Background: an optimization exercise with open tools, aiming at small area and a short achievable clock period. Do not read the settings as production practice.
Only simulation tests tie the RTL to the original design; equivalence was not proved.
No activity file was given, so power comes from the tool's default toggle rates.

==> flow/design.v <==
package rename_pkg;
  localparam int unsigned NUM_AREG_DEF = 32;
  localparam int unsigned NUM_PREG_DEF = 128;
  localparam int unsigned NUM_CKPT_DEF = 4;
  localparam int unsigned AREG_W       = 5;
  localparam int unsigned PREG_W_DEF   = $clog2(NUM_PREG_DEF);
  localparam int unsigned CKPT_W_DEF   = $clog2(NUM_CKPT_DEF);
  typedef logic [AREG_W-1:0]     areg_t;
  typedef logic [PREG_W_DEF-1:0] preg_t;
  typedef logic [CKPT_W_DEF-1:0] ckpt_id_t;
  typedef preg_t                 map_t [NUM_AREG_DEF];
endpackage
module rename_ckpt_alloc #(
  parameter  int unsigned NUM_CKPT = 4,
  localparam int unsigned CKPT_W   = (NUM_CKPT > 1) ? $clog2(NUM_CKPT) : 1
) (
  input  logic              clk_i,
  input  logic              reset_i,
  input  logic              ckpt_req_i,
  input  logic              res_valid_i,
  input  logic [CKPT_W-1:0] res_id_i,
  input  logic              res_mispredict_i,
  output logic [CKPT_W-1:0] ckpt_id_o,
  output logic              ckpt_full_o,
  output logic              take_o,
  output logic              restore_o
);
  logic [NUM_CKPT-1:0] ck_valid_q, ck_valid_d;
  logic [CKPT_W-1:0]   alloc_ptr_q, alloc_ptr_d;
  logic                misp_c;
  int unsigned         span_c;
  assign ckpt_id_o   = alloc_ptr_q;
  assign ckpt_full_o = ck_valid_q[alloc_ptr_q];
  assign misp_c      = res_valid_i && res_mispredict_i;
  assign restore_o   = misp_c && ck_valid_q[res_id_i];
  assign take_o      = ckpt_req_i && !ckpt_full_o && !misp_c;
  always_comb begin
    ck_valid_d  = ck_valid_q;
    alloc_ptr_d = alloc_ptr_q;
    span_c      = (32'(alloc_ptr_q) + NUM_CKPT - 32'(res_id_i)) % NUM_CKPT;
    if (restore_o) begin
      for (int unsigned i = 0; i < NUM_CKPT; i++) begin
        if (span_c == 0 || ((i + NUM_CKPT - 32'(res_id_i)) % NUM_CKPT) < span_c) begin
          ck_valid_d[i] = 1'b0;
        end
      end
      alloc_ptr_d = res_id_i;
    end else if (!misp_c) begin
      if (res_valid_i) begin
        ck_valid_d[res_id_i] = 1'b0;
      end
      if (take_o) begin
        ck_valid_d[alloc_ptr_q] = 1'b1;
        alloc_ptr_d = (alloc_ptr_q == CKPT_W'(NUM_CKPT - 1)) ? '0
                                                              : alloc_ptr_q + CKPT_W'(1);
      end
    end
  end
  always_ff @(posedge clk_i) begin
    if (reset_i) begin
      ck_valid_q  <= '0;
      alloc_ptr_q <= '0;
    end else begin
      ck_valid_q  <= ck_valid_d;
      alloc_ptr_q <= alloc_ptr_d;
    end
  end
endmodule
module rename_map_ckpt
#(
  parameter  int unsigned NUM_AREG = rename_pkg::NUM_AREG_DEF,
  parameter  int unsigned NUM_PREG = rename_pkg::NUM_PREG_DEF,
  parameter  int unsigned RENAME_W = 2,
  parameter  int unsigned NUM_CKPT = rename_pkg::NUM_CKPT_DEF,
  localparam int unsigned PREG_W   = $clog2(NUM_PREG),
  localparam int unsigned CKPT_W   = (NUM_CKPT > 1) ? $clog2(NUM_CKPT) : 1,
  localparam int unsigned LANE_W   = (RENAME_W > 1) ? $clog2(RENAME_W) : 1
) (
  input  logic                             clk_i,
  input  logic                             reset_i,
  input  logic [RENAME_W-1:0]              ren_valid_i,
  input  rename_pkg::areg_t [RENAME_W-1:0]             ren_rd_i,
  input  logic [RENAME_W-1:0][PREG_W-1:0]  ren_pd_i,
  input  rename_pkg::areg_t [RENAME_W-1:0]             rs1_i,
  input  rename_pkg::areg_t [RENAME_W-1:0]             rs2_i,
  output logic [RENAME_W-1:0][PREG_W-1:0]  ps1_o,
  output logic [RENAME_W-1:0][PREG_W-1:0]  ps2_o,
  output logic [RENAME_W-1:0][PREG_W-1:0]  pd_old_o,
  input  logic                             ckpt_req_i,
  input  logic [LANE_W-1:0]                ckpt_lane_i,
  output logic [CKPT_W-1:0]                ckpt_id_o,
  output logic                             ckpt_full_o,
  input  logic                             res_valid_i,
  input  logic [CKPT_W-1:0]                res_id_i,
  input  logic                             res_mispredict_i
);
  localparam int unsigned AREG_W = rename_pkg::AREG_W;
  logic [NUM_AREG-1:1][PREG_W-1:0]               map_q;
  logic [NUM_AREG-1:1][PREG_W-1:0]               map_d;
  logic [NUM_AREG-1:1][PREG_W-1:0]               snap_d;
  logic [NUM_CKPT-1:0][NUM_AREG-1:1][PREG_W-1:0] snap_q;
  logic [RENAME_W-1:0][NUM_AREG-1:0]             wr_oh;
  logic [NUM_CKPT-1:0]                           take_oh;
  logic [NUM_CKPT-1:0]                           res_oh;
  logic              take_c;
  logic              restore_c;
  logic              misp_c;
  assign misp_c = res_valid_i && res_mispredict_i;
  rename_ckpt_alloc #(
    .NUM_CKPT (NUM_CKPT)
  ) u_alloc (
    .clk_i            (clk_i),
    .reset_i          (reset_i),
    .ckpt_req_i       (ckpt_req_i),
    .res_valid_i      (res_valid_i),
    .res_id_i         (res_id_i),
    .res_mispredict_i (res_mispredict_i),
    .ckpt_id_o        (ckpt_id_o),
    .ckpt_full_o      (ckpt_full_o),
    .take_o           (take_c),
    .restore_o        (restore_c)
  );
  function automatic logic [PREG_W-1:0] lookup(
    input logic [NUM_AREG-1:1][PREG_W-1:0] m,
    input rename_pkg::areg_t               idx
  );
    logic [PREG_W-1:0] r;
    r = '0;
    for (int i = 1; i < NUM_AREG; i++) begin
      r = r | (m[i] & {PREG_W{idx == AREG_W'(i)}});
    end
    lookup = r;
  endfunction
  always_comb begin
    for (int k = 0; k < RENAME_W; k++) begin
      ps1_o[k]    = lookup(map_q, rs1_i[k]);
      ps2_o[k]    = lookup(map_q, rs2_i[k]);
      pd_old_o[k] = lookup(map_q, ren_rd_i[k]);
    end
  end
  logic [NUM_AREG-1:1] sel_w1, sel_w0, sel_hold;
  logic [NUM_AREG-1:1] img_w1, img_w0, img_hold;
  logic [NUM_CKPT-1:0] sel_res;
  logic                upd_c;
  assign upd_c = !reset_i && !misp_c;
  always_comb begin
    for (int i = 1; i < NUM_AREG; i++) begin
      wr_oh[0][i] = ren_valid_i[0] && (ren_rd_i[0] == AREG_W'(i));
      wr_oh[1][i] = ren_valid_i[1] && (ren_rd_i[1] == AREG_W'(i));
      sel_w1[i]   = upd_c && wr_oh[1][i];
      sel_w0[i]   = upd_c && wr_oh[0][i] && !wr_oh[1][i];
      sel_hold[i] = !reset_i && !restore_c && !sel_w1[i] && !sel_w0[i];
      img_w1[i]   = wr_oh[1][i] && ckpt_lane_i[0];
      img_w0[i]   = wr_oh[0][i] && !img_w1[i];
      img_hold[i] = !img_w1[i] && !img_w0[i];
    end
    wr_oh[0][0] = 1'b0;
    wr_oh[1][0] = 1'b0;
    for (int s = 0; s < NUM_CKPT; s++) begin
      res_oh[s]  = (res_id_i == CKPT_W'(s));
      sel_res[s] = !reset_i && restore_c && res_oh[s];
      take_oh[s] = take_c && (ckpt_id_o == CKPT_W'(s));
    end
  end
  always_comb begin
    for (int i = 1; i < NUM_AREG; i++) begin
      map_d[i] = ({PREG_W{sel_w1[i]}}   & ren_pd_i[1])
               | ({PREG_W{sel_w0[i]}}   & ren_pd_i[0])
               | ({PREG_W{sel_hold[i]}} & map_q[i])
               | ({PREG_W{reset_i}}     & PREG_W'(i));
      for (int s = 0; s < NUM_CKPT; s++) begin
        map_d[i] = map_d[i] | ({PREG_W{sel_res[s]}} & snap_q[s][i]);
      end
      snap_d[i] = ({PREG_W{img_w1[i]}}   & ren_pd_i[1])
                | ({PREG_W{img_w0[i]}}   & ren_pd_i[0])
                | ({PREG_W{img_hold[i]}} & map_q[i]);
    end
  end
  always_ff @(posedge clk_i) begin
    map_q <= map_d;
  end
  always_ff @(posedge clk_i) begin
    for (int s = 0; s < NUM_CKPT; s++) begin
      if (take_oh[s]) begin
        snap_q[s] <= snap_d;
      end
    end
  end
endmodule
clock: 5.5 ns
lec_check: 0
cap_margin: 20
core_margin: 2
core_utilization: 40
place_density: 0.5
setup_slack_margin: 2.0
slew_margin: 20
standard.sh (not shown) runs the stock make flow with config.mk's settings and CLKGATE_MAP_FILE= SYNTH_SCRIPT=/design/flow/synth_recipe.tcl, a recipe that flattens the netlist after the stock synthesis.
==> flow/flow/run.sh <==
#!/bin/bash
set -euo pipefail
W=$PWD
R=$W/orfs/results/${FLOW_PLATFORM}/rename_map_ckpt/base

bash standard.sh "$R/1_2_yosys.v" > "$W/std_synth.log" 2>&1
cp "$R/1_2_yosys.v" "$W/std_1_2_yosys.v"
cp "$R/1_2_yosys.sdc" "$W/std_1_2_yosys.sdc"
cp "$W/orfs/logs/${FLOW_PLATFORM}/rename_map_ckpt/base/1_2_yosys.log" "$W/std_1_2_yosys.log"

# 2. The same synthesis script with the ABC script swapped.
sed -e "s|^source \$::env(SCRIPTS_DIR)/synth_preamble.tcl|&\nset abc_args [lreplace \$abc_args 1 1 $W/flow/abc.script]|" \
  "$FLOW_HOME/scripts/synth.tcl" > "$W/own_synth.tcl"
sed -e "s|^source \$::env(SCRIPTS_DIR)/synth.tcl|source $W/own_synth.tcl|" \
  "$W/synth_recipe.tcl" > "$W/own_synth_recipe.tcl"
grep -q "own_synth.tcl" "$W/own_synth_recipe.tcl"
grep -q "flow/abc.script" "$W/own_synth.tcl"
rm -f "$R/1_2_yosys.v" "$R/1_2_yosys.sdc"
if bash standard.sh SYNTH_SCRIPT="$W/own_synth_recipe.tcl" "$R/1_2_yosys.v" > "$W/own_synth.log" 2>&1; then
  cp "$R/1_2_yosys.v" "$W/own_1_2_yosys.v"
else
  echo "own synthesis failed" > "$W/own_synth_failed.log"
fi

# 3. Keep the own netlist only if its registers are the standard ones.
regs() { grep -oE '^\s*sky130_fd_sc_hd__[a-z0-9_]*df[a-z0-9_]*\s+\S+' "$1" | sed -E 's/^\s+//; s/_[0-9]+\s/ /' | sort; }
if [[ -f "$W/own_1_2_yosys.v" ]] && [[ "$(regs "$W/std_1_2_yosys.v")" == "$(regs "$W/own_1_2_yosys.v")" ]]; then
  echo "own synthesis: registers match, using its netlist" > "$W/synth_choice.log"
else
  echo "own synthesis: not used, keeping the standard netlist" > "$W/synth_choice.log"
  cp "$W/std_1_2_yosys.v" "$R/1_2_yosys.v"
  cp "$W/std_1_2_yosys.log" "$W/orfs/logs/${FLOW_PLATFORM}/rename_map_ckpt/base/1_2_yosys.log"
fi
cp "$W/std_1_2_yosys.sdc" "$R/1_2_yosys.sdc"
touch "$R/1_2_yosys.v" "$R/1_2_yosys.sdc"

# 4. The rest of the standard layout flow.
bash standard.sh > "$W/std_flow.log" 2>&1
==> flow/flow/abc.script <==
&get -n
&st
&dch
&nf
&put
Next try:
- CTS_BUF_LIST: unset -> sky130_fd_sc_hd__clkbuf_16
- CTS_CLUSTER_DIAMETER: unset -> 100
- CTS_CLUSTER_SIZE: unset -> 20
- SETUP_SLACK_MARGIN: 2.0 -> 1.2
The changed run finished with timing, DRC and antenna clean.
Clock-buffer cell count goes down by 85.
Total power went down by 18%.
Synthesized area stays the same.
Next try:
- SETUP_SLACK_MARGIN: 1.2 -> 1.4
Outcome: Count of clock-buffer cells in the layout went up by 6. Maximum frequency went down by 1.3%. Cell area went up by 2.6%. Core utilization went up by 1.3 points. Synthesized cell count is unchanged. Die area is unchanged.

separate check: timing with driven ports:
The results above use ideal ports. As a check the final layouts listed here were re-extracted and re-timed, cells and wires unchanged.
Step 1 assumes that a clkbuf_16 drives the clock port and a buf_2 every other input.
Step 2 moves the port delays by t, midway between the first and last clock arrival at a register: inputs arrive t later, outputs are due t later. That takes back most of the time a late clock gives input paths.
a / b / c = no drivers / after step 1 / after step 2; a / b = the first two.
run	t, ns	setup WS [ns]	clock arrival spread, ns	worst data-port slew with drivers (ns)	pins driven straight from the clock port
the first run	0.847	0.922 / 0.881 / 0.881	0.050 / 0.051	0.10	1
the second run	0.790	1.037 / 0.994 / 0.842	0.045 / 0.045	0.12	1
the third run	0.752	0.977 / 0.867 / 0.867	0.065 / 0.065	0.20	1
After both steps every run listed still meets setup and hold. For the second run, which loses most, drivers alone change the setup slack by -0.043 ns; drivers and shift together by -0.195 ns.
